This is an optimization exercise on Yosys and OpenROAD, whose aim is a short achievable clock period and few clock cycles, not a production implementation. Function was checked by simulation only, so behaviour that the tests miss may differ from the original.

==> v9 <==
// kill_search_engine
module kill_search_engine #(
   parameter int MAX_DEPTH   = 9,
   parameter int MOVE_W      = 8,
   parameter int NODE_BUDGET = 4096
) (
   input  logic              i_clk,
   input  logic              i_rst,
   input  logic              i_start,
   input  logic              i_abort,
   input  logic [4:0]        i_depth,
   input  logic [1:0]        i_side,
   input  gobang_pkg::board_t i_board,
   output logic              o_q_valid,
   input  logic              i_q_ready,
   output gobang_pkg::board_t o_q_board,
   output logic [4:0]        o_q_level,
   output logic [MOVE_W-1:0] o_q_after,
   input  logic              i_r_valid,
   input  logic              i_r_found,
   input  logic [MOVE_W-1:0] i_r_move,
   input  logic              i_r_win,
   output logic              o_busy,
   output logic              o_finish,
   output logic              o_sha,
   output logic [MOVE_W-1:0] o_first_move,
   output logic              o_timeout
);
   localparam int                CELLS   = gobang_pkg::CELLS;
   localparam int                ROWS    = (CELLS + 15) / 16;
   localparam logic [MOVE_W-1:0] NOMV    = MOVE_W'(gobang_pkg::NO_MOVE);
   localparam logic [3:0]        LIM_MAX = 4'(MAX_DEPTH - 1);
   logic              qv_q, wt_q, fin_q, bad_q;
   logic              qv_d, wt_d, fin_d;
   logic              q_valid_q, busy_q, finish_q;
   logic              found_q, occupied_q;
   logic              sha_q, sha_d;
   logic [MOVE_W-1:0] first_q, first_d;
   logic              act_push_q, act_pop1_q, act_pop2_q;
   logic [MOVE_W-1:0] mv_q;
   logic [2*CELLS-1:0] board_q, board_d;  
   logic [3:0]        level_q, level_d, lim_q;
   logic [3:0]        lvl_inc_q, lvl_dec_q, lvl_dec2_q;
   logic              at_lim_q, lvl0_q, lvl1_q;
   logic [MOVE_W-1:0] after_q, after_d;
   logic [1:0]        side_q;
   logic [3:0]        redo_level_q;
   logic              redo_lvl0_q, redo_lvl1_q;
   logic [MOVE_W-1:0] stk_top, stk_sec;
   logic [CELLS-1:0]  stk_top_1h, stk_sec_1h;
   logic [2*CELLS-1:0] root;
   assign root = i_board;
   logic              atk, idle, busy, start, cell_empty, resp, redo;
   logic [1:0]        code;
   logic [4:0]        lim_new;
   assign idle  = !qv_q && !wt_q && !fin_q;
  ...
export LEC_CHECK = 0
export ABC_CLOCK_PERIOD_IN_PS = 2000
export CAP_MARGIN = 20
export CELL_PAD_IN_SITES_DETAIL_PLACEMENT = 1
export CELL_PAD_IN_SITES_GLOBAL_PLACEMENT = 2
export CORE_MARGIN = 2
export CORE_UTILIZATION = 30
export SETUP_SLACK_MARGIN = 5.0
export SLEW_MARGIN = 20
export SYNTH_HIERARCHICAL = 1
create_clock -name core_clock -period 7.0 [get_ports {i_clk}]
standard.sh (not shown) runs the stock make flow with config.mk's settings and CLKGATE_MAP_FILE= SYNTH_SCRIPT=/design/flow/synth_recipe.tcl, a recipe that flattens the netlist after the stock synthesis.
==> flow/flow/run.sh <==
#!/bin/bash
# Layout flow: the standard layout (standard.sh), unchanged except that
# buffer_ports puts a sky130_fd_sc_hd__buf_4 on every input and output port
# instead of the slow delay cell (clkdlybuf4s50_1) it picks by default.
# make's full output goes to standard_flow.log; ORFS keeps each step's log
# under orfs/logs as usual.
set -euo pipefail
bash standard.sh 'BUFFER_PORTS_ARGS=-buffer_cell sky130_fd_sc_hd__buf_4' finish \
   > standard_flow.log 2>&1
==> inputs of v11, as changes to v9 <==
--- a/flow/design.v
+++ b/flow/design.v
@@ -100,17 +100,18 @@
    logic              qv_q, wt_q, fin_q, bad_q;
    logic              qv_d, wt_d, fin_d;
    logic              q_valid_q, busy_q, finish_q;
    logic              found_q, occupied_q;
    logic              sha_q, sha_d;
    logic [MOVE_W-1:0] first_q, first_d;
    logic              act_push_q, act_pop1_q, act_pop2_q;
    logic [MOVE_W-1:0] mv_q;
-   logic [2*CELLS-1:0] board_q, board_d;  
+   logic [CELLS-1:0]  set0_q, set1_q, clr_q;
+   logic [2*CELLS-1:0] board_q, board_v;  
    logic [3:0]        level_q, level_d, lim_q;
    logic [3:0]        lvl_inc_q, lvl_dec_q, lvl_dec2_q;
    logic              at_lim_q, lvl0_q, lvl1_q;
    logic [MOVE_W-1:0] after_q, after_d;
    logic [1:0]        side_q;
    logic [3:0]        redo_level_q;
    logic              redo_lvl0_q, redo_lvl1_q;
    logic [MOVE_W-1:0] stk_top, stk_sec;
@@ -122,33 +123,32 @@
    logic [4:0]        lim_new;
    assign idle  = !qv_q && !wt_q && !fin_q;
    assign busy  = qv_q || wt_q || bad_q;
    assign start = idle && i_start;
    assign atk   = ~level_q[0];
    assign code  = atk ? side_q : gobang_pkg::opp_side(side_q);
    logic [15:0]         mv_hi_1h, mv_lo_1h;
    logic [CELLS-1:0]    mv_1h, empty;
+   logic [16*ROWS-1:0]  empty_pad;
+   logic [ROWS-1:0]     row_empty;
    always_comb begin
       for (int k = 0; k < 16; k++) begin
          mv_hi_1h[k] = (i_r_move[7:4] == 4'(k));
          mv_lo_1h[k] = (i_r_move[3:0] == 4'(k));
       end
       for (int i = 0; i < CELLS; i++) begin
          mv_1h[i] = mv_hi_1h[i / 16] && mv_lo_1h[i % 16];
          empty[i] = (board_q[2*i +: 2] == gobang_pkg::EMPTY);
       end
+      empty_pad = (16*ROWS)'(empty);
+      for (int r = 0; r < ROWS; r++)
+         row_empty[r] = |(mv_lo_1h & empty_pad[16*r +: 16]);
    end
-   kill_lookup #(
-      .N (CELLS)
-   ) u_lookup (
-      .i_empty (empty),
-      .i_idx   (i_r_move),
-      .o_empty (cell_empty)
-   );
+   assign cell_empty = |(mv_hi_1h[ROWS-1:0] & row_empty);
    assign resp = wt_q && i_r_valid && !i_abort;
    assign redo = bad_q && !i_abort;
    logic              fin_ok1, pop1_ok1, desc_ok1, next_ok1;
    assign fin_ok1  = i_r_win && lvl0_q;
    assign pop1_ok1 = i_r_win || (at_lim_q && !atk);
    assign desc_ok1 = !i_r_win && !at_lim_q;
    assign next_ok1 = !i_r_win && at_lim_q && atk;
    always_comb begin
@@ -233,98 +233,70 @@
             level_d = lvl_dec_q;
             after_d = stk_top;
          end
       end else if (redo) begin
          level_d = redo_level_q;
          after_d = stk_sec;
       end
    end
-   logic              set_ok1;
-   logic [CELLS-1:0]  set, clr;
-   assign set_ok1 = resp && i_r_found && desc_ok1;
-   always_comb begin
-      for (int i = 0; i < CELLS; i++) begin
-         set[i] = set_ok1 && mv_1h[i] && empty[i];
-         clr[i] = (resp && i_r_found) ? (pop1_ok1 && stk_top_1h[i]) :
-                  ((resp || redo) && (stk_top_1h[i] || stk_sec_1h[i]));
-         board_d[2*i]     = start ? root[2*i] :
-                            ((board_q[2*i] && !clr[i]) || (set[i] && code[0]));
-         board_d[2*i + 1] = start ? root[2*i + 1] :
-                            ((board_q[2*i + 1] && !clr[i]) || (set[i] && code[1]));
-      end
+   for (genvar i = 0; i < CELLS; i++) begin : g_cell
+      assign board_v[2*i]     = set0_q[i] || (board_q[2*i] && !clr_q[i]);
+      assign board_v[2*i + 1] = set1_q[i] || (board_q[2*i + 1] && !clr_q[i]);
    end
    kill_stack #(
       .DEPTH (MAX_DEPTH - 1),
       .W     (MOVE_W),
       .N     (CELLS)
    ) u_stack (
       .i_clk    (i_clk),
-      .i_push   (act_push_q),
-      .i_pop1   (act_pop1_q),
-      .i_pop2   (act_pop2_q),
+      .i_push   (act_push_q && !bad_q),
+      .i_pop1   (act_pop1_q && !bad_q),
+      .i_pop2   (act_pop2_q && !bad_q),
       .i_data   (mv_q),
       .o_top    (stk_top),
       .o_sec    (stk_sec),
       .o_top_1h (stk_top_1h),
       .o_sec_1h (stk_sec_1h)
    );
    assign lim_new = (int'(i_depth) >= MAX_DEPTH) ? 5'(LIM_MAX) : i_depth;
    always_ff @(posedge i_clk) begin
-      act_push_q <= set_ok1 && cell_empty;
-      act_pop1_q <= resp && i_r_found && pop1_ok1 && cell_empty;
+      act_push_q <= resp && i_r_found && desc_ok1;
+      act_pop1_q <= resp && i_r_found && pop1_ok1;
       act_pop2_q <= (resp && !i_r_found) || bad_q;
       mv_q       <= i_r_move;
       occupied_q <= !cell_empty;
+      set0_q     <= {CELLS{resp && i_r_found && desc_ok1 && code[0]}} & mv_1h & empty;
+      set1_q     <= {CELLS{resp && i_r_found && desc_ok1 && code[1]}} & mv_1h & empty;
+      for (int i = 0; i < CELLS; i++)
+         clr_q[i] <= (resp && i_r_found) ? (pop1_ok1 && stk_top_1h[i]) :
+                     ((resp || bad_q) && (stk_top_1h[i] || stk_sec_1h[i]));
       redo_level_q <= lvl_dec2_q;
       redo_lvl0_q  <= lvl0_q;
       redo_lvl1_q  <= lvl1_q;
       level_q    <= level_d;
       lvl_inc_q  <= level_d + 4'd1;
       lvl_dec_q  <= level_d - 4'd1;
       lvl_dec2_q <= level_d - 4'd2;
       lvl0_q     <= (level_d == 4'd0);
       lvl1_q     <= (level_d == 4'd1);
       after_q    <= after_d;
-      board_q    <= board_d;
       if (start) begin
+         board_q  <= root;
          at_lim_q <= (lim_new == 5'd0);
          lim_q    <= lim_new[3:0];
          side_q   <= i_side;
       end else begin
          at_lim_q <= (level_d == lim_q);
+         if (!bad_q)
+            board_q <= board_v;
       end
    end
    assign o_q_valid    = q_valid_q && !bad_q;
    assign o_busy       = busy_q || bad_q;
    assign o_finish     = finish_q && !bad_q;
-   assign o_q_board    = board_q;
+   assign o_q_board    = board_v;
    assign o_q_level    = {1'b0, level_q};
    assign o_q_after    = after_q;
    assign o_sha        = sha_q;
    assign o_first_move = first_q;
    assign o_timeout    = 1'b0;
 endmodule
-module kill_lookup #(
-   parameter int N = 225
-) (
-   input  logic [N-1:0] i_empty,
-   input  logic [7:0]   i_idx,
-   output logic         o_empty
-);
-   localparam int N1 = (N + 3) / 4;      
-   localparam int N2 = (N1 + 3) / 4;
-   localparam int N3 = (N2 + 3) / 4;
-   logic [4*N1-1:0] d1;
-   logic [4*N2-1:0] d2;
-   logic [4*N3-1:0] d3;
-   logic [3:0]      d4;
-   always_comb begin
-      d1 = (4*N1)'(i_empty);
-      d2 = '0;
-      for (int k = 0; k < N1; k++) d2[k] = d1[4*k + i_idx[1:0]];
-      d3 = '0;
-      for (int k = 0; k < N2; k++) d3[k] = d2[4*k + i_idx[3:2]];
-      d4 = '0;
-      for (int k = 0; k < N3; k++) d4[k] = d3[4*k + i_idx[5:4]];
-      o_empty = d4[i_idx[7:6]];
-   end
-endmodule
==> flow/config.mk (replaced) <==
export PLATFORM = sky130hd
export DESIGN_NAME = kill_search_engine
export DESIGN_NICKNAME = kill_search_engine
export VERILOG_FILES = /design/flow/design.v
export SDC_FILE = /design/flow/constraint.sdc
export NUM_CORES = 4
export LEC_CHECK = 0
export ABC_CLOCK_PERIOD_IN_PS = 2000
export CAP_MARGIN = 20
export CORE_MARGIN = 2
export CORE_UTILIZATION = 40
export SETUP_SLACK_MARGIN = 4.5
export SLEW_MARGIN = 20
==> results by group <==
Outcome
  – Status: no timing/DRC/antenna violations

Logic synthesis
  – Register bit total from synthesis: 1027
  – Avg Inst Size Synth: 9.52 µm²

Cells and area
  – Non-clock buffer share: 29.3%

Clock network
  – Post-CTS Setup Inserts: 914

Timing
  – Slew @ Worst Pin: 1.07 ns

GRT
  – Met1 GRT Util: 59.9%
That was v9.
==> results by group <==
Timing
  – Slew Viols, Final: 0
  – Slew @ Worst Pin: 1.25 ns
  – Final setup violation count: 0

Floorplan
  – # IOs: 949

Logic synthesis
  – Register bit total from synthesis: 1702
  – Largest family of logic cells by synthesized area: compound AO/OA/AOI/OAI gates
  – Avg Inst Size Synth: 11.3 µm²

Clock network
  – Post-CTS Setup Inserts: 348

Cells and area
  – Non-clock buffer share: 15.6%

GRT
  – Met1 GRT Util: 42.9%

Outcome
  – Status: no timing/DRC/antenna violations
That was v11.
Testbench counts of v9, summed over its fixed seeds: cycles 88,809.
Testbench counts of v11, summed over its fixed seeds: cycles 88,809.

## static timing again, ports no longer ideal
The results above use ideal ports. As a check the final layouts listed here were re-extracted and re-timed, cells and wires unchanged. Step 1 sets driving cells, clkbuf_16 on the clock port and buf_2 on the other inputs (assumed; they add their load-dependent delay and slew). Step 2, shift: input delay + t, output delay - t, t = (earliest + latest rising clock arrival at the registers) / 2. This alone moves slack from input paths to output paths. Slacks: no drivers / after step 1 / after step 2; pairs: no drivers / after step 1.
| run | t, ns | setup slack, ns | worst setup path after step 2 | worst register clock-pin slew, ns | worst slew at a driven data input, ns |
|---|---|---|---|---|---|
| v9 | 0.887 | 3.842 / 3.730 / 2.843 | input to register | 0.07 / 0.07 | 0.32 |
| v11 | 0.933 | 3.694 / 3.555 / 2.621 | input to register | 0.07 / 0.07 | 0.27 |
After both steps every run listed still meets setup and hold. For v11, which loses most, drivers alone change the setup slack by -0.139 ns; drivers and shift together by -1.073 ns.
